This is an optimization exercise on Yosys and OpenROAD, whose aim is small area, not a production implementation.
Only simulation tests tie the RTL to the original design; equivalence was not proved.
No activity file was given, so power comes from the tool's default toggle rates.

==> inputs of run a <==
Design cache_repl8, start of the top module:
module cache_repl8 (
  input  logic        clock,
  input  logic        rst,
  input  logic        upd_valid_i,
  input  logic [31:0] upd_addr_i,
  input  logic [2:0]  upd_way_i,
  input  logic        vic_req_i,
  input  logic [31:0] vic_addr_i,
  input  logic [7:0]  way_valid_i,
  output logic        vic_valid_o,
  output logic [2:0]  vic_way_o,
  output logic        init_busy_o
);
  logic        running;
  logic [12:0] blk_rd [16];
  logic [7:0]  blk_rs [16];
  logic [2:0]  blk_vd [16];
  logic [15:0] upd_hi, upd_lo;    
  logic [15:0] vic_hi, vic_lo;    
  logic [7:0]  upd_pr;            
  logic [12:0] rd_own, own_n, wr_own;
  logic [7:0]  rd_sh, sh_n, wr_sh;
  logic [2:0]  vic_lru, victim;
  logic        wr_en, upd_fwd, pair_fwd, vic_fwd;
  logic [15:0] p_hi, p_lo, p_hi_n, p_lo_n;
  logic        p_valid;
  logic [2:0]  p_way;
  logic [12:0] p_own;
  logic [7:0]  p_sh;
  logic [7:0]  p_pr;
  logic        p_odd;
  assign upd_hi = 16'd1 << upd_addr_i[11:8];
  assign upd_lo = 16'd1 << upd_addr_i[7:4];
  assign upd_pr = 8'd1 << upd_addr_i[7:5];
  assign vic_hi = 16'd1 << vic_addr_i[11:8];
  assign vic_lo = 16'd1 << vic_addr_i[7:4];
  always_ff @(posedge clock) begin
    if (rst)                                      init_busy_o <= 1'b1;
    else if (init_busy_o && p_hi[15] && p_lo[15]) init_busy_o <= 1'b0;
  end
  assign running = ~init_busy_o;
  always_ff @(posedge clock) begin
    if (rst) begin
      p_hi_n <= ~16'd1;
      p_lo_n <= ~16'd1;
    end else if (init_busy_o) begin
      p_lo_n <= {p_lo_n[14:0], p_lo_n[15]};
      if (p_lo[15]) p_hi_n <= {p_hi_n[14:0], p_hi_n[15]};
    end else begin
      p_hi_n <= ~upd_hi;
      p_lo_n <= ~upd_lo;
    end
  end
  assign p_hi = ~p_hi_n;
  assign p_lo = ~p_lo_n;
  always_comb begin
    for (int m = 0; m < 8; m++) p_pr[m] = p_lo[2*m] || p_lo[2*m+1];
  end
  assign p_odd = |(p_lo & 16'hAAAA);
  assign upd_fwd  = p_valid && |(p_hi & upd_hi) && |(p_lo & upd_lo);
  ...
Settings: LEC_CHECK=0, CAP_MARGIN=20, CORE_MARGIN=2, CORE_UTILIZATION=60, CTS_BUF_LIST=sky130_fd_sc_hd__clkbuf_8, CTS_CLUSTER_DIAMETER=60, CTS_CLUSTER_SIZE=15, GPL_TIMING_DRIVEN=1, PLACE_DENSITY=0.7, SLEW_MARGIN=20, SYNTH_HIERARCHICAL=1, SYNTH_MEMORY_MAX_BITS=16384; clock period 10.0 ns.
run.sh (not shown) runs the stock make flow with config.mk's settings and CLKGATE_MAP_FILE= SYNTH_SCRIPT=/design/flow/synth_recipe.tcl, a recipe that flattens the netlist after the stock synthesis.
==> run b: changes against run a <==
Settings changed: CORE_UTILIZATION 60 to 50, PLACE_DENSITY 0.7 to 0.6.
==> run c: changes against run a <==
Settings changed: CAP_MARGIN 20 to 15, CORE_UTILIZATION 60 to 55, CTS_CLUSTER_DIAMETER 60 to 80, CTS_CLUSTER_SIZE 15 to 16, PLACE_DENSITY 0.7 to 0.65, SLEW_MARGIN 20 to 15.
==> run notes <==
quantity                                                                                        run b                        run a                       run c
Clock-cell share of area                                                                        3.64%                        3.02%                       2.71%
Crit. path cell count                                                                              31                           29                          31
Run status                                                           no timing/DRC/antenna violations  no timing/DRC/antenna violations  no timing/DRC/antenna violations
Reg2reg end                                                                g_blk[8].u_blk.mem_s[4][7]  g_blk[11].u_blk.mem_s[6][5]  g_blk[9].u_blk.mem_s[2][7]
Part of the total power dissipated in the clock network                                         31.3%                        29.2%                       28.2%
CP peak stage delay                                                                            770 ps                       820 ps                      770 ps
Flip-flop and latch area                                                                120,000 sq um                120,000 sq um               120,000 sq um
Fin nets                                                                                       10,000                       10,000                       9,930
CP required                                                                                 10,780 ps                    10,770 ps                   10,850 ps
Routed wire length on met2                                                                 251,000 um                   236,000 um                  232,000 um
Setup Slack @ Placement                                                                        860 ps                      1260 ps                     1250 ps
Die Width                                                                                      568 um                       519 um                      541 um
Number of vias in the routed layout                                                           102,000                      103,000                     102,000
Die outline area                                                                        322,000 sq um                269,000 sq um               293,000 sq um
Total half-perimeter wirelength after legalization and detailed placement                  359,000 um                   343,000 um                  339,000 um
Worst hold slack                                                                               474 ps                       465 ps                      463 ps

static timing again, ports no longer ideal:
The results above use ideal ports. As a check the final layouts listed here were re-extracted and re-timed, cells and wires unchanged.
Step 1 assumes that a clkbuf_16 drives the clock port and a buf_2 every other input.
Step 2 times the ports against the registers' clock, not the clock port: input delays grow and output delays shrink by t, the midpoint of the rising clock arrivals with the driver on.
Slacks: no drivers / after step 1 / after step 2; pairs: no drivers / after step 1.
| run | shift t [ns] | slack for setup (ns) | worst setup path after step 2 | worst slew at a driven data input, ns | pins driven straight from the clock port |
|---|---|---|---|---|---|
| run a | 1.156 | 0.917 / 0.917 / 0.917 | register to register | 0.23 | 1 |
| run b | 1.210 | 0.474 / 0.474 / 0.474 | register to register | 0.20 | 1 |
| run c | 1.176 | 0.916 / 0.916 / 0.916 | register to register | 0.22 | 1 |
After both steps every run listed still meets setup and hold.
